This is an optimization exercise on Yosys and OpenROAD, whose aim is small area, not a production implementation. In this exercise RTL edits were held to simulation tests only and were not proved equivalent to the original. Power figures rest on the tool's default switching activity, not on a simulated workload.

### flow/run.sh
#!/bin/bash
# Layout flow: the standard flow with
#  - synthesis that leaves all arithmetic to ABC (no adder cell mapping) and
#    maps it with a deeper area-oriented ABC script; the registers come out
#    exactly as in the standard synthesis, which this script checks, and it
#    falls back to the standard synthesis otherwise,
#  - the smallest buffer on every port,
#  - small clock-tree leaf buffers and no dummy loads,
#  - one tie cell for the constant outputs.
set -euo pipefail
here=$(pwd)
ROOT_BUF=${ROOT_BUF:-sky130_fd_sc_hd__clkbuf_8}

mkdir -p ref
sed "s|WORK_HOME=[^ ]*|WORK_HOME=$here/ref/orfs|" standard.sh > ref/standard_ref.sh
bash ref/standard_ref.sh synth > ref_synth.log 2>&1

# Synthesis with the area-oriented ABC script and no adder cells.
cp -r "$FLOW_HOME/scripts" "$here/scripts_mod"
cp "$here/flow/abc_area.script" "$here/scripts_mod/abc_area.script"
ADDER_MAP_FILE= SCRIPTS_DIR="$here/scripts_mod" bash standard.sh synth > synth.log 2>&1

regs() { grep -oE 'sky130_fd_sc_hd__(e?df[a-z]*|sdf[a-z]*)_[0-9]+ +[^ ]+' "$1" | sed -E 's/_[0-9]+ +/ /' | sort; }
net=orfs/results/sky130hd/io_top/base/1_2_yosys.v
ref=ref/orfs/results/sky130hd/io_top/base/1_2_yosys.v
if ! diff <(regs "$ref") <(regs "$net") > regs_diff.log; then
  echo "registers differ from the standard synthesis; using it instead" | tee -a synth.log
  rm -rf orfs
  bash standard.sh synth > synth_std.log 2>&1
fi

export BUFFER_PORTS_ARGS="-buffer_cell sky130_fd_sc_hd__buf_1"
export CTS_ARGS="-sink_clustering_enable -repair_clock_nets -dont_use_dummy_load -sink_clustering_max_diameter 25 -buf_list sky130_fd_sc_hd__clkbuf_4 -root_buf $ROOT_BUF"
export SKIP_REPAIR_TIE_FANOUT=1
bash standard.sh > layout.log 2>&1
### flow/abc_area.script
strash
&get -n
&deepsyn -T 120 -S 7
&put
balance
rewrite
refactor
balance
rewrite
rewrite -z
balance
refactor -z
rewrite -z
balance
dch -f
amap -F 4 -A 8
topo
### standard.sh
#!/bin/bash
# synth_recipe.tcl (not shown) runs the flow's synth.tcl, then flattens the netlist and writes it again
# the make line also repeats each setting of config.mk as NAME=value (left out here)
make -C /OpenROAD-flow-scripts/flow DESIGN_CONFIG=/design/flow/config.mk WORK_HOME=/design/flow/orfs CLKGATE_MAP_FILE= SYNTH_SCRIPT=/design/flow/synth_recipe.tcl "${@:-finish}"
### config.mk
export PLATFORM = sky130hd
export DESIGN_NAME = io_top
export DESIGN_NICKNAME = io_top
export VERILOG_FILES = /design/flow/design.v
export SDC_FILE = /design/flow/constraint.sdc
export NUM_CORES = 4
export LEC_CHECK = 0
export ABC_AREA = 1
export CAP_MARGIN = 20
export CORE_MARGIN = 2
export CORE_UTILIZATION = 40
export SLEW_MARGIN = 20
### constraint.sdc
create_clock -name core_clock -period 12.0 [get_ports {clk}]
set_input_delay 2.4000 -clock core_clock [delete_from_list [all_inputs] [get_ports {clk}]]
set_output_delay 2.4000 -clock core_clock [all_outputs]
set_load 0.01 [all_outputs]
### design.v
module io_top (
  input  logic              clk,
  input  logic              rstn,
  input  logic              rxd,
  output logic              txd,
  output logic [31:0]       instr_wr_addr,
  output logic [31:0]       instr_wr_data,
  output logic              instr_wr_en,
  output logic              core_start,
  input  logic              core_end,
  output logic [31:0]       mem_rd_addr,
  output logic              mem_rd_rd,
  input  logic [31:0]       mem_data,
  input  logic              mem_data_ready
);
  localparam logic [2:0] W_WEND = 3'd0, W_HEADER = 3'd1, W_PIXEL = 3'd2, W_IDLE = 3'd3,
                         W_GAP1 = 3'd4, W_WDATA = 3'd5, W_GAP2 = 3'd6;
  localparam logic [1:0] LD_LEN = 2'd0, LD_WORD = 2'd1, LD_START = 2'd2, LD_DONE = 2'd3;
  logic [1:0]  ld_st;
  logic        done;        
  logic [1:0]  byte_cnt;
  logic [23:0] wdata;       
  logic [29:0] num_words;   
  logic [29:0] word_idx;    
  logic [2:0]  wst;         
  logic [3:0]  byte_idx;    
  logic [2:0]  pix_idx;
  logic [3:0]  fcount;      
  logic [3:0]  rbyte;       
  logic        rpix;
  logic [18:0] pstate, pstate_next;
  localparam logic [18:0] PSTATE_INIT = {W_WEND, 4'd13, 3'd0, 4'd0, 4'd0, 1'b0};
  assign done   = (ld_st == LD_DONE);
  assign pstate = word_idx[18:0];
  assign {wst, byte_idx, pix_idx, fcount, rbyte, rpix} = pstate;
  logic        push, pop;
  logic        line_end;    
  logic        capture;
  logic        rline;       
  logic       rxd_meta, rxd_s;
  logic [6:0] rc;
  logic       rx_valid;
  logic [7:0] rx_byte;
  logic       rx_idle, rx_data;
  assign rx_idle  = rc[6] & rc[3] & ~rc[4];
  assign rx_data  = ~rc[6];
  assign rx_valid = rx_idle & rc[0];
  always_ff @(posedge clk) begin
    if (!rstn) begin
      rxd_meta <= 1'b1;
      rxd_s    <= 1'b1;
      rc       <= 7'd72;
    end else begin
      rxd_meta <= rxd;
      rxd_s    <= rxd_meta;
      if (rx_idle)
        rc <= rxd_s ? 7'd72 : 7'd124;
      else if (rc == 7'd127 && rxd_s)
        rc <= 7'd72;
      else if (rc == 7'd71)
        rc <= {6'b100100, rxd_s};
      else
        rc <= rc + 7'd1;
    end
  end
  always_ff @(posedge clk) begin
    if (rx_data && rc[2:0] == 3'd7)
      rx_byte <= {rxd_s, rx_byte[7:1]};
  end
  logic       len_borrow;
  logic [7:0] len_sub;
  logic [8:0] len_diff;
  assign len_sub  = (ld_st != LD_LEN) ? 8'd0 : (byte_cnt == 2'd0) ? 8'd4 : {7'd0, len_borrow};
  assign len_diff = {1'b0, rx_byte} - {1'b0, len_sub};
  always_ff @(posedge clk) begin
    if (!rstn) begin
      ld_st       <= LD_LEN;
      byte_cnt    <= 2'd0;
      word_idx    <= 30'd0;
      instr_wr_en <= 1'b0;
    end else begin
      instr_wr_en <= 1'b0;
      if (ld_st == LD_START)
        word_idx[18:0] <= PSTATE_INIT;
      else if (done)
        word_idx[18:0] <= pstate_next;
      else if (instr_wr_en)
        word_idx <= word_idx + 30'd1;
      if (ld_st == LD_START) ld_st <= LD_DONE;
      if (rx_valid && !ld_st[1]) begin
        byte_cnt <= byte_cnt + 2'd1;
        if (byte_cnt == 2'd3) begin
          if (ld_st == LD_LEN) begin
            ld_st <= len_diff[8] ? LD_START : LD_WORD;
          end else begin
            instr_wr_en <= 1'b1;
            if (word_idx == num_words) ld_st <= LD_START;
          end
        end
      end
    end
  end
  always_ff @(posedge clk) begin
    if (ld_st[1]) begin
      if (capture) wdata <= mem_data[23:0];
    end else if (rx_valid && byte_cnt != 2'd3) begin
      wdata <= {len_diff[7:0], wdata[23:8]};
    end
    if ((rx_valid && byte_cnt == 2'd3 && ld_st == LD_LEN) || rline)
      num_words <= {len_diff[7:0], wdata[23:2]};
    if (rx_valid) len_borrow <= len_diff[8];
  end
  assign core_start    = (ld_st == LD_START);
  assign instr_wr_addr = {word_idx, 2'b00};
  assign instr_wr_data = {rx_byte, wdata};
  assign push        = done && (fcount != 4'd8) && (wst == W_HEADER || wst == W_PIXEL);
  assign line_end    = push && byte_idx == 4'd11;
  assign capture     = done && ((wst == W_GAP1 && byte_idx[0]) || wst == W_WDATA) && mem_data_ready;
  assign mem_rd_rd   = done && (wst == W_GAP1) && byte_idx[0];
  assign mem_rd_addr = {27'd0, pix_idx, 2'b00};
  logic [6:0] tc;
  logic       tx_idle;
  logic [3:0] tbyte_idx;
  logic       tpix;
  assign tx_idle   = tc[6] & tc[3] & ~tc[4];
  assign pop       = done && tx_idle && (fcount != 4'd0);
  assign rline     = pop && rbyte == 4'd15;
  assign tbyte_idx = rbyte;
  assign tpix      = rpix;
  always_ff @(posedge clk) begin
    if (!rstn)
      tc <= 7'd117;
    else if (tx_idle)
      tc <= pop ? 7'd120 : core_start ? 7'd118 : 7'd72;
    else
      tc <= tc + 7'd1;
  end
  always_comb begin
    logic [2:0] wst_n;
    logic [3:0] byte_idx_n;
    logic [2:0] pix_idx_n;
    logic [3:0] fcount_n;
    logic [3:0] rbyte_n;
    logic       rpix_n;
    wst_n     = wst;
    pix_idx_n = pix_idx;
    case (wst)
      W_WEND:   if (core_end) wst_n = W_HEADER;
      W_HEADER: if (line_end) wst_n = W_GAP1;
      W_GAP1:   if (capture) wst_n = W_GAP2;
                else if (byte_idx[0]) wst_n = W_WDATA;
      W_WDATA:  if (capture) wst_n = W_GAP2;
      W_GAP2:   if (byte_idx == 4'd15) wst_n = W_PIXEL;
      W_PIXEL: begin
        if (line_end) begin
          pix_idx_n = pix_idx + 3'd1;
          wst_n     = (pix_idx == 3'd7) ? W_IDLE : W_GAP1;
        end
      end
      default: ;
    endcase
    if (wst == W_WEND || capture)
      byte_idx_n = 4'd13;
    else if (push || wst == W_GAP1 || wst == W_GAP2)
      byte_idx_n = byte_idx + 4'd1;
    else
      byte_idx_n = byte_idx;
    if (push && !pop)
      fcount_n = fcount + 4'd1;
    else if (pop && !push)
      fcount_n = fcount - 4'd1;
    else
      fcount_n = fcount;
    rbyte_n = rbyte;
    rpix_n  = rpix;
    if (pop) begin
      if (rbyte == 4'd15) begin
        rbyte_n = 4'd4;
        rpix_n  = 1'b1;
      end else begin
        rbyte_n = rbyte + 4'd1;
      end
    end
    pstate_next = {wst_n, byte_idx_n, pix_idx_n, fcount_n, rbyte_n, rpix_n};
  end
  logic [7:0] chan;
  logic [1:0] hund;
  logic [6:0] rem1;
  logic [3:0] tens, ones, digit;
  logic [7:0] tbyte;
  logic [7:0] const_byte;
  always_comb begin
    if (!tpix)
      chan = (tbyte_idx[3:2] == 2'd3) ? 8'd255 : tbyte_idx[3] ? 8'd2 : 8'd4;
    else
      chan = (tbyte_idx[3:2] == 2'd3) ? num_words[21:14] : tbyte_idx[3] ? num_words[13:6] : wdata[7:0];
    hund = (chan >= 8'd200) ? 2'd2 : (chan >= 8'd100) ? 2'd1 : 2'd0;
    rem1 = 7'(chan - 8'd100 * hund);
    tens = 4'(rem1 / 7'd10);
    ones = 4'(rem1 % 7'd10);
    case (tbyte_idx[1:0])
      2'd0:    digit = {2'b00, hund};
      2'd1:    digit = tens;
      default: digit = ones;
    endcase
  end
  always_comb begin
    case (tbyte_idx[1:0])
      2'd0:    const_byte = ld_st[1] ? 8'haa : 8'h99;
      2'd1:    const_byte = 8'h50;
      2'd2:    const_byte = 8'h33;
      default: const_byte = 8'h0a;
    endcase
  end
  always_comb begin
    if (tbyte_idx[3:2] == 2'd0)
      tbyte = const_byte;
    else if (tbyte_idx[1:0] != 2'd3)
      tbyte = {4'h3, digit};
    else
      tbyte = (tbyte_idx[3:2] == 2'd3) ? 8'h0a : 8'h20;
  end
  assign txd = (tc[6] & tc[5] & tc[4] & tc[3]) ? 1'b0 :
               tc[6] ? 1'b1 : tbyte[tc[5:3]];
endmodule
==> results of run 1 <==
-- worst min path at each step --
stage / start / end / slack (ns) / cells after the start
finish: rxd_meta / rxd_s / 0.43 / 1
global placement: rxd_meta / rxd_s / 0.40 / 1
floorplan: rxd_meta / rxd_s / 0.39 / 1
detailed placement: rxd_meta / rxd_s / 0.41 / 1
global route: rxd_meta / rxd_s / 0.44 / 1
CTS: rxd_meta / rxd_s / 0.43 / 1
-- cells in the final DEF, fill, tap and decap left out, drive strengths merged, types with 2 or more instances in the layout --
| cell type | Yosys | routed |
|---|---|---|
| edfxtp | 63 | 63 |
| a222oi | 7 | 7 |
| o21ai | 47 | 47 |
| nand3 | 11 | 11 |
| a311oi | 2 | 2 |
| clkbuf | 0 | 17 |
| and2 | 2 | 2 |
| o22a | 21 | 21 |
| a221oi | 6 | 6 |
| a31oi | 4 | 4 |
| or2 | 7 | 7 |
| nand2 | 42 | 42 |
| nor4 | 8 | 8 |
| a21oi | 34 | 34 |
| o22ai | 15 | 15 |
| dfxtp | 51 | 51 |
| buf | 35 | 102 |
| nor3 | 19 | 19 |
| a22o | 4 | 4 |
| a2111oi | 2 | 2 |
| nor2 | 99 | 99 |
| and3 | 2 | 2 |
| o21a | 10 | 10 |
| o2111ai | 2 | 2 |
| a211oi | 18 | 18 |
| nand4 | 3 | 3 |
| clkinv | 86 | 86 |
-- state kept, by name (all words and copies together) (netlist names) --
signal,cells
instr_wr_en,1
rxd_s,1
rx_byte,8
wdata,24
ld_st,2
num_words,30
rc,7
rxd_meta,1
byte_cnt,2
len_borrow,1
tc,7
word_idx,30
-- cells by family (layout without fill, tap and decap cells) --
group           Yosys count  after routing  synth area share
compound gates          183            183             0.220
buf+inv                 121            205             0.105
flops                   114            114             0.522
other cells               1              1          0.000672
simple gates            197            197             0.153
-- routing by layer --
layer  up-vias  part of all wire
met5         -                 0
met4         0             0.033
met3        38             0.065
met2       200              0.47
met1      2240              0.44
li1       2364                 -
-- worst max-delay path, stage by stage, from the launching register on --
cell,delay (ns)
dfxtp_1,0.52
clkinv_1,0.40
o311ai_0,0.76
clkinv_1,0.24
o21ai_0,0.25
a21oi_1,0.12
nor3_1,0.22
nor2_1,0.08
a21oi_1,0.28
a21oi_1,0.14
o31ai_1,0.47
o21ai_0,0.23
clkinv_1,0.08
o21a_1,0.17
nor2_1,0.06
nor2_1,0.10
nor2_1,0.08
nor2_1,0.19
clkinv_1,0.11
o21ai_0,0.31
nor2_1,0.07
nor4_1,0.17
nor3_1,0.08
nor2_1,0.08
o21ai_0,0.09
nand2_1,0.06
a21boi_0,0.16
buf_1,0.17
-- through the flow --
stage                     instances  utilization
final                           880        0.442
after global routing            880        0.442
after CTS                       880        0.442
after detailed placement        863        0.432
after global placement          863        0.432
after floorplan                 616            -
-- final cells by class --
| type | count | area [µm²] |
|---|---|---|
| flip-flops and latches | 114 | 2910 |
| clock buffers | 17 | 134 |
| multi-input cells | 381 | 2090 |
| well taps | 180 | 225 |
| inverters | 86 | 323 |
| repair buffers | 102 | 402 |
| fillers | 1403 | 7690 |
-- report_power, final --
part	switching (mW)	internal, mW	total, mW
clock network	0.116	0.0691	0.185
logic	0.0182	0.00902	0.0272
registers	0.00390	0.413	0.417
total	0.138	0.491	0.629
==> reports/qor.txt, run 1 <==
WHS = 0.428 ns
DRC Markers = 0
Post-CTS Hold Fix Bufs = 0
post-synthesis cell type count = 42
Final period util = 0.709
R2R cell count = 24
hpwl dp = 11800 µm
Setup TNS Final = 0 ns
Mean Syn Cell Area = 9.06 µm²
Worst Setup SP = word_idx[0]
Pwr per Cell Area = 103 nW/µm²
Num CTS Buffers = 17
drt pass-1 iters = 5
Post-synth EDFFs = 63
gr usage total = 0.212
FMAX = 118 MHz
Initial DRC Count = 427
critical-path maximum fanout = 12
DRT antenna net count = 0
Die Wd = 122 µm
top_reg_cell synth = edfxtp_1
Worst Hold Class = flop to flop
first-pass GRT wire length = 23800 µm
Worst-path clk slew = 0.10 ns
Place WS = 4.09 ns
die area = 14900 µm²
Port Buffers = 97
min cycle time layout = 8.51 ns
antenna cells = 0
Tightest Pin Transition = 0.859 ns
Synth area leaders = edfxtp_1, dfxtp_1, nor2_1, clkinv_1, buf_4
Hold Vio Cnt, Final = 0
Post-Syn Area = 5580 µm²
placeable core area = 13800 µm²
Ys Warns = 1
origin of the critical flop-to-flop path = word_idx[3]
Synth top area share = 0.339
H-tree Lvls = 4
RSZ-0062 raised after global routing = false
top-count cell post-synth = nor2_1
final instance area = 6080 µm²
Yosys reg bits = 114
CTS root buf = clkbuf_8
final setup margin = 3.49 ns
initial core utilization = 0.405
post-CTS setup repair buffer count = 0
top cells by count, synth = nor2_1, clkinv_1, edfxtp_1
CP Capture Type = output pin
share of cells above drive strength 1 = 0.0329
CTS tree = done
GRT overflow = 0
Max-cap violations = 0
Layout Nets = 739
Area Overhead vs Synth = 9.04%
Area after DPL = 5950 µm²
cells after synthesis = 616
Pleak = 1.87 nW
# IOs = 137
clk buf depth = 2
worst skew pair latency = 0.42 ns
status = no timing/DRC/antenna violations
Critical Path End = txd
grt met1 use = 0.267
RR Endpoint = word_idx[29]
chip height = 122 µm
vias in the first global route = 4609
final wirelength = 15200 µm
Startpoint Class = flop
slew margin rel. = 0.427
busiest grt layer = met2
num rows = 43
Worst VDD drop = 0.0000679 V
Clock Sinks = 114
Worst Setup Path Type = flop to output pin
antenna violations before repair = 0
r2r setup slk = 6.61 ns
Design Power = 0.629 mW
area leader, netlist = edfxtp_1
clk_skew = 0.0301 ns
met3 GRT Util = 0.0473
CP required = 9.60 ns
gpl congestion = 1.00
Crit path arrival time = 6.11 ns
post-synthesis sequential area ratio = 0.522
routed len/inst = 17.3 µm
global routing met2 resource utilization = 0.348
vias per cell = 5.50
post-CTS resize count = 0
post-synthesis net count = 653
via count = 4842
Max Slew Vio Count = 0
largest net degree at the start of global routing = 33
Async S/R FF share, synth = 0
Setup Viol. Count Final = 0
==> run 2, diff against run 1 <==
--- a/design.v
+++ b/design.v
@@ -69,3 +69,3 @@
   end
-  logic       len_borrow;
+  logic       len_borrow;   
   logic [7:0] len_sub;
@@ -108,6 +108,12 @@
     end
-    if ((rx_valid && byte_cnt == 2'd3 && ld_st == LD_LEN) || rline)
+    if (rx_valid && byte_cnt == 2'd3 && ld_st == LD_LEN) begin
       num_words <= {len_diff[7:0], wdata[23:2]};
-    if (rx_valid) len_borrow <= len_diff[8];
-  end
+    end else begin
+      if (rline) num_words[21:6] <= wdata[23:8];
+      if (tx_on || core_start) num_words[28:22] <= tc_next;
+      if (rx_valid && ld_st == LD_LEN) num_words[5] <= len_diff[8];
+    end
+    if (!rstn) num_words[28:22] <= 7'd117;
+  end
+  assign len_borrow = num_words[5];
   assign core_start    = (ld_st == LD_START);
@@ -120,3 +126,4 @@
   assign mem_rd_addr = {27'd0, pix_idx, 2'b00};
-  logic [6:0] tc;
+  logic [6:0] tc, tc_next;
+  logic       tx_on;     
   logic       tx_idle;
@@ -124,3 +131,5 @@
   logic       tpix;
-  assign tx_idle   = tc[6] & tc[3] & ~tc[4];
+  assign tx_on     = (ld_st == LD_LEN) || done;
+  assign tc        = num_words[28:22];
+  assign tx_idle   = !tx_on || (tc[6] & tc[3] & ~tc[4]);
   assign pop       = done && tx_idle && (fcount != 4'd0);
@@ -129,10 +138,3 @@
   assign tpix      = rpix;
-  always_ff @(posedge clk) begin
-    if (!rstn)
-      tc <= 7'd117;
-    else if (tx_idle)
-      tc <= pop ? 7'd120 : core_start ? 7'd118 : 7'd72;
-    else
-      tc <= tc + 7'd1;
-  end
+  assign tc_next = tx_idle ? (pop ? 7'd120 : core_start ? 7'd118 : 7'd72) : tc + 7'd1;
   always_comb begin
@@ -222,3 +224,4 @@
   end
-  assign txd = (tc[6] & tc[5] & tc[4] & tc[3]) ? 1'b0 :
+  assign txd = !tx_on ? 1'b1 :
+               (tc[6] & tc[5] & tc[4] & tc[3]) ? 1'b0 :
                tc[6] ? 1'b1 : tbyte[tc[5:3]];
==> run 2 against run 1 <==
Worst setup slack worse by 0.44 ns. Sequential cell count down 8. Via count is 1.7% higher. Still clean. Critical path type unchanged. Final cell count up 0.34%. Highest routed layer unchanged. Largest cell class unchanged.
==> reports/qor.txt, run 2 <==
Area Overhead vs Synth = 8.75%
Yosys reg bits = 106 (-7.0%)
cells after synthesis = 632 (+2.6%)
# IOs = 137 (unchanged)
WP depth = 30 (+11%)
Worst-path clk slew = 0.09 ns (about the same)
commonest non-fill, non-tap cells in the layout = nor2_1, clkinv_1, buf_1, edfxtp_1, dfxtp_1
num rows = 42 (-2.3%)
antenna violations before repair = 0 (unchanged)
Final period util = 0.746 (+0.0366)
Post-CTS Hold Fix Bufs = 0 (unchanged)
Port Buffers = 97 (unchanged)
RR Endpoint = word_idx[29]
Layout Nets = 746 (+0.95%)
placeable core area = 13300 µm² (-3.1%)
RSZ-0062 raised after global routing = false
Async S/R FF share, synth = 0 (unchanged)
top-count cell post-synth = nor2_1
initial core utilization = 0.412 (+0.00644)
Pwr per Cell Area = 100 nW/µm² (-3.3%)
Max-cap violations = 0 (unchanged)
Worst Setup SP = word_idx[0]
Worst VDD drop = 0.0000559 V (-18%)
Worst Min Path Start = rxd_meta
via count = 4924 (+1.7%)
origin of the critical flop-to-flop path = word_idx[4]
slew margin rel. = 0.417 (-0.0101)
Place WS = 3.67 ns (-0.418 ns)
drt pass-1 iters = 7 (+2)
Worst Path Buf+Inv = 4 (-1)
top_reg_cell synth = edfxtp_1
Clock Sinks = 106 (-7.0%)
internal power = 0.460 mW (-6.4%)
post-synthesis net count = 669 (+2.5%)
CP Capture Type = output pin
Gate power share = 0.050 (+0.007)
min cycle time layout = 8.95 ns (+0.439 ns)
Post-synth EDFFs = 55 (-13%)
GRT overflow = 0 (unchanged)
gr usage total = 0.228 (+0.0158)
final setup margin = 3.05 ns (-0.439 ns)
vias in the first global route = 4616 (+0.15%)
DRT antenna net count = 0 (unchanged)
Mean Syn Cell Area = 8.69 µm² (-4.0%)
Post-Syn Area = 5490 µm² (-1.5%)
critical-path maximum fanout = 10 (-2)
r2r setup slk = 6.41 ns (-0.20 ns)
antenna cells = 0 (unchanged)
routed len/inst = 18.5 µm (+6.9%)
Startpoint Class = flop
FMAX = 112 MHz (-4.9%)
hpwl dp = 12800 µm (+8.5%)
Ys Warns = 1 (unchanged)
share of cells above drive strength 1 = 0.0198 (-0.0131)
Worst Hold Class = flop to flop
cell family with most CP delay = compound AO/OA/AOI/OAI gates
Hold Vio Cnt, Final = 0 (unchanged)
post-synthesis sequential area ratio = 0.487 (-0.0355)
Synth area leaders = edfxtp_1, dfxtp_1, nor2_1, clkinv_1, buf_4
Setup Viol. Count Final = 0 (unchanged)
Clock Power Share = 0.301 (+0.007)
Pleak = 1.84 nW (-1.6%)
Hold Path Sink = rxd_s
status = no timing/DRC/antenna violations
clk_skew = 0.0245 ns (-0.00554 ns)
Tightest Pin Transition = 0.871 ns (+0.0119 ns)
final wirelength = 16300 µm (+7.3%)
die area = 14700 µm² (-1.5%)
chip height = 121 µm (-0.75%)
DRC Markers = 0 (unchanged)
most common cell after layout, fill and taps aside = nor2_1
gpl congestion = 0.914 (-8.9%)
vias per cell = 5.58 (+1.3%)
crit-path max cell delay = 0.52 ns (-0.24 ns)
top cells by count, synth = nor2_1, clkinv_1, edfxtp_1
largest net degree at the start of global routing = 32 (-3.0%)
Initial DRC Count = 508 (+19%)
Worst Setup Path Type = flop to output pin
Synth top area share = 0.301 (-0.0384)
R2R cell count = 25 (+4.2%)
Hold Path Depth = 1 (unchanged)
Max stage delay cell, worst path = dfxtp_1
switching share of total power = 0.230 (+0.0107)
post-CTS setup repair buffer count = 0 (unchanged)
Crit path arrival time = 6.55 ns (+0.44 ns)
post-synthesis cell type count = 43 (+2.4%)
CTS tree = done
clk buf depth = 2 (unchanged)
sw power = 0.138 mW (-0.47%)
FILL cells = 1395 (-0.57%)
Die Wd = 121 µm (-0.75%)
CP required = 9.60 ns (about the same)
H-tree Lvls = 3 (-1)
Setup TNS Final = 0 ns (unchanged)
CTS root buf = clkbuf_8
post-CTS resize count = 0 (unchanged)
Num CTS Buffers = 9 (-8)
Max Slew Vio Count = 0 (unchanged)
worst skew pair latency = 0.39 ns (-0.03 ns)
Seq pwr share = 0.649 (-0.013)
first-pass GRT wire length = 25100 µm (+5.7%)
largest registers = num_words (30), word_idx (30), wdata (24)
area leader, netlist = edfxtp_1
## run 2: cell count changes after synthesis, moves of 5 or more
| cell | delta |
|---|---|
| o21a_1 | -5 |
| a21oi_1 | +7 |
| a22oi_1 | +6 |
| o21ai_0 | -8 |
| o221ai_1 | +10 |
| edfxtp_1 | -8 |
| clkinv_1 | +13 |
## run 2: cell families after synthesis
group | synth area share
flip-flops | 0.487
AND/OR/NAND/NOR | 0.154
other | 0.000683
XOR/XNOR | 0.00159
buffers and inverters | 0.115
AO/OA/AOI/OAI | 0.242
## run 2: worst max path at each step
| stage | to | slack [ns] |
|---|---|---|
| 3_3_place_gp | txd | 3.88 |
| 2_1_floorplan | txd | 4.86 |
| 4_1_cts | txd | 3.20 |
| 3_5_place_dp | txd | 3.67 |
| 6_report | txd | 3.05 |
| 5_1_grt | txd | 2.34 |
## run 2: cell type report
| type | count | area [µm²] | area share |
|---|---|---|---|
| sequential | 106 | 2670 | 0.447 |
| multi-input combinational | 392 | 2190 | 0.367 |
| timing repair buffer | 101 | 394 | 0.0660 |
| inverter | 99 | 372 | 0.0622 |
| tap | 176 | 220 | 0.0369 |
| clock buffer | 9 | 124 | 0.0207 |
## run 2: worst register-to-register path: cells and delay by family (launching register included)
family                 cells  cell delay [ns]
AOI/OAI and AO/OA          1             0.34
buffers and inverters      9             1.07
DFF                        1             0.49
and+or+nand+nor           15             3.59
## run 2: routing by layer
layer / track usage / share of wire / vias up
met4: 0.0891 / 0.025 / 0
met5: 0 / 0 / -
li1: - / - / 2420
met3: 0.0324 / 0.054 / 24
met2: 0.362 / 0.47 / 163
met1: 0.315 / 0.46 / 2317
## run 2: through the flow
step / power (mW) / area (µm²) / util / cells / hold slack (ns)
after detailed placement: 0.426 / 5850 / 0.438 / 874 / 0.418
after floorplan: 0.421 / 5490 / - / 632 / 0.391
after CTS: 0.602 / 5970 / 0.447 / 883 / 0.438
after global routing: 0.619 / 5970 / 0.448 / 883 / 0.451
after global placement: 0.425 / 5850 / 0.438 / 874 / 0.402
final: 0.597 / 5970 / 0.448 / 883 / 0.433
## run 2: power groups by stage
stage | Clock (mW) | Sequential [mW] | Combinational (mW)
after global routing | 0.197 | 0.388 | 0.0338
after floorplan | 0 | 0.395 | 0.0264
after CTS | 0.184 | 0.388 | 0.0299
after global placement | 0 | 0.396 | 0.0293
after detailed placement | 0 | 0.396 | 0.0298
final | 0.180 | 0.388 | 0.0300
==> run 3, diff against run 2 <==
--- a/flow/run.sh
+++ b/flow/run.sh
@@ -32,3 +32,3 @@
 export BUFFER_PORTS_ARGS="-buffer_cell sky130_fd_sc_hd__buf_1"
-export CTS_ARGS="-sink_clustering_enable -repair_clock_nets -dont_use_dummy_load -sink_clustering_max_diameter 25 -buf_list sky130_fd_sc_hd__clkbuf_4 -root_buf $ROOT_BUF"
+export CTS_ARGS="-sink_clustering_enable -repair_clock_nets -dont_use_dummy_load -sink_clustering_max_diameter 35 -buf_list sky130_fd_sc_hd__clkbuf_4 -root_buf $ROOT_BUF"
 export SKIP_REPAIR_TIE_FANOUT=1
==> run 3 against run 2 <==
Die area stayed put. Worst setup slack stayed put. Area after synthesis stayed put. Count of clock-buffer cells in the layout stayed put. Sequential power hardly changed. Register-to-register slack hardly changed. Sequential share of layout area stayed put. Sequential cell count stayed put. Total power stayed put.
==> reports/qor.txt, run 3 <==
vias in the first global route = 4616 (unchanged)
Async S/R FF share, synth = 0 (unchanged)
Final period util = 0.746 (unchanged)
M1 WL = 7440 µm (unchanged)
commonest non-fill, non-tap cells in the layout = nor2_1, clkinv_1, buf_1, edfxtp_1, dfxtp_1
final instance area = 5970 µm² (unchanged)
RR Endpoint = word_idx[29]
cells after synthesis = 632 (unchanged)
Synth area leaders = edfxtp_1, dfxtp_1, nor2_1, clkinv_1, buf_4
Worst Setup Path Type = flop to output pin
critical-path maximum fanout = 10 (unchanged)
Port Buffers = 97 (unchanged)
Post-CTS Hold Fix Bufs = 0 (unchanged)
Max Slew Vio Count = 0 (unchanged)
top cells by count, synth = nor2_1, clkinv_1, edfxtp_1
Layout Nets = 746 (unchanged)
Max stage delay cell, worst path = dfxtp_1
CTS tree = done
Hold Vio Cnt, Final = 0 (unchanged)
Num CTS Buffers = 9 (unchanged)
Setup Viol. Count Final = 0 (unchanged)
final wirelength = 16300 µm (unchanged)
Startpoint Class = flop
area leader, netlist = edfxtp_1
Pwr per Cell Area = 100 nW/µm² (unchanged)
met3 wire length = 882 µm (unchanged)
Synth top area share = 0.301 (unchanged)
WP depth = 30 (unchanged)
Final Non-Filler Cells = 883 (unchanged)
CTS root buf = clkbuf_8
Mean Syn Cell Area = 8.69 µm² (unchanged)
CP Capture Type = output pin
Ys Warns = 1 (unchanged)
via count = 4924 (unchanged)
Setup TNS Final = 0 ns (unchanged)
Worst Path Buf+Inv = 4 (unchanged)
die area = 14700 µm² (unchanged)
final setup margin = 3.05 ns (unchanged)
Critical Path End = txd
met2 WL post-DR = 7600 µm (unchanged)
Worst VDD drop = 0.0000559 V (unchanged)
clk buf depth = 2 (unchanged)
RSZ-0062 raised after global routing = false
post-CTS setup repair buffer count = 0 (unchanged)
top_reg_cell synth = edfxtp_1
largest registers = num_words (30), word_idx (30), wdata (24)
WHS = 0.433 ns (unchanged)
Worst Setup SP = word_idx[0]
status = no timing/DRC/antenna violations
gr usage total = 0.228 (unchanged)
DRT antenna net count = 0 (unchanged)
cell family with most CP delay = compound AO/OA/AOI/OAI gates
Yosys reg bits = 106 (unchanged)
share of cells above drive strength 1 = 0.0198 (unchanged)
post-synthesis sequential area ratio = 0.487 (unchanged)
min cycle time layout = 8.95 ns (unchanged)
post-synthesis cell type count = 43 (unchanged)
first-pass GRT wire length = 25100 µm (unchanged)
r2r setup slk = 6.41 ns (about the same)
CP required = 9.60 ns (about the same)
multi-input logic area = 2190 µm² (unchanged)
Post-Syn Area = 5490 µm² (unchanged)
Area after DPL = 5850 µm² (unchanged)
post-CTS resize count = 0 (unchanged)
post-synthesis net count = 669 (unchanged)
initial core utilization = 0.412 (unchanged)
Tightest Pin Transition = 0.871 ns (unchanged)
Crit path arrival time = 6.55 ns (about the same)
GRT overflow = 0 (unchanged)
gpl congestion = 0.914 (unchanged)
slew margin rel. = 0.417 (unchanged)
placeable core area = 13300 µm² (unchanged)
drt pass-1 iters = 7 (unchanged)
Place WS = 3.67 ns (unchanged)
largest net degree at the start of global routing = 32 (unchanged)
num rows = 42 (unchanged)
Area Overhead vs Synth = 8.75% (unchanged)
FMAX = 112 MHz (unchanged)
chip height = 121 µm (unchanged)
origin of the critical flop-to-flop path = word_idx[4]
Die Wd = 121 µm (unchanged)
FILL cells = 1395 (unchanged)
highest metal used = met4
Max-cap violations = 0 (unchanged)
R2R cell count = 25 (unchanged)
# placed instances = 874 (unchanged)
Initial DRC Count = 508 (unchanged)
worst skew pair latency = 0.39 ns (about the same)
# IOs = 137 (unchanged)
Pleak = 1.84 nW (unchanged)
crit-path max cell delay = 0.52 ns (about the same)
Worst Hold Class = flop to flop
Worst-path clk slew = 0.09 ns (about the same)
DRC Markers = 0 (unchanged)
hpwl dp = 12800 µm (unchanged)
top-count cell post-synth = nor2_1
clk_skew = 0.0245 ns (unchanged)
antenna violations before repair = 0 (unchanged)
Clock Sinks = 106 (unchanged)
vias per cell = 5.58 (unchanged)
routed len/inst = 18.5 µm (unchanged)
antenna cells = 0 (unchanged)
H-tree Lvls = 3 (unchanged)
Post-synth EDFFs = 55 (unchanged)
most common cell after layout, fill and taps aside = nor2_1
sequential cell area = 2670 µm² (unchanged)
-- run 3: worst min-delay path by stage --
stage	end	start	slack, ns	depth (start not counted)
after floorplan	rxd_s	rxd_meta	0.39	1
after global placement	rxd_s	rxd_meta	0.40	1
after detailed placement	rxd_s	rxd_meta	0.42	1
after CTS	rxd_s	rxd_meta	0.44	1
after global routing	rx_byte[7]	rxd_s	0.45	0
final	rxd_s	rxd_meta	0.43	1
-- run 3: cells by family after synthesis --
| kind of cell | Yosys count | synth area share |
|---|---|---|
| simple gates | 197 | 0.154 |
| flops | 106 | 0.487 |
| other cells | 1 | 0.000683 |
| buf+inv | 134 | 0.115 |
| xor+xnor | 1 | 0.00159 |
| compound gates | 193 | 0.242 |
-- run 3: worst register-to-register path, cell delays in order, from the launching register on --
cell	delay (ns)
dfxtp_1	0.49
clkinv_1	0.23
nor2_1	0.51
nand3_1	0.34
nor3_1	0.36
nand2_1	0.13
or3_1	0.40
nor4_1	0.53
nand2_1	0.16
nor2_1	0.16
clkinv_1	0.10
nor2_1	0.13
clkinv_1	0.10
nor2_1	0.14
clkinv_1	0.10
nor2_1	0.13
clkinv_1	0.09
nor2_1	0.14
clkinv_1	0.10
nor2_1	0.14
clkinv_1	0.11
nor2_1	0.14
clkinv_1	0.10
nor2_1	0.18
clkinv_1	0.14
o311a_1	0.34
-- run 3: area by class of cell --
class                           instances  share of cell area
Clock buffer                            9              0.0207
Inverter                               99              0.0622
Multi-Input combinational cell        392               0.367
Sequential cell                       106               0.447
Tap cell                              176              0.0369
Timing Repair Buffer                  101              0.0660
-- run 3: routing by layer --
layer | track usage | vias up
li1 | - | 2420
met1 | 0.315 | 2317
met2 | 0.362 | 163
met3 | 0.0324 | 24
met4 | 0.0891 | 0
met5 | 0 | -
-- run 3: stage by stage --
step	util	power, mW
finish	0.448	0.597
global route	0.448	0.619
CTS	0.447	0.602
detailed placement	0.438	0.426
global placement	0.438	0.425
floorplan	-	0.421
-- run 3: report_power, final --
| group | leakage, nW | internal [mW] | switching, mW | total, mW |
|---|---|---|---|---|
| registers | 0.909 | 0.383 | 0.00516 | 0.388 |
| clock network | 0.0647 | 0.0676 | 0.112 | 0.180 |
| logic | 0.867 | 0.00966 | 0.0204 | 0.0300 |
| total | 1.84 | 0.460 | 0.138 | 0.597 |

==> re-timing with driven ports <==
How much do the figures lean on ideal ports? The routed layouts below were timed once more, with nothing changed but the port constraints.
Step 1 sets driving cells, clkbuf_16 on the clock port and buf_2 on the other inputs (assumed; they add their load-dependent delay and slew).
Step 2 moves the port delays by t, midway between the first and last clock arrival at a register: inputs arrive t later, outputs are due t later. That takes back most of the time a late clock gives input paths.
a / b / c = ideal ports / drivers / drivers and shift; a / b = the first two.
| run | t, ns | setup slack, ns | clock arrival spread, ns |
|---|---|---|---|
| run 1 | 0.439 | 3.491 / 3.455 / 3.894 | 0.030 / 0.030 |
| run 2 | 0.416 | 3.051 / 3.014 / 3.430 | 0.025 / 0.026 |
| run 3 | 0.416 | 3.051 / 3.014 / 3.430 | 0.025 / 0.026 |
After both steps every run listed still meets setup and hold.
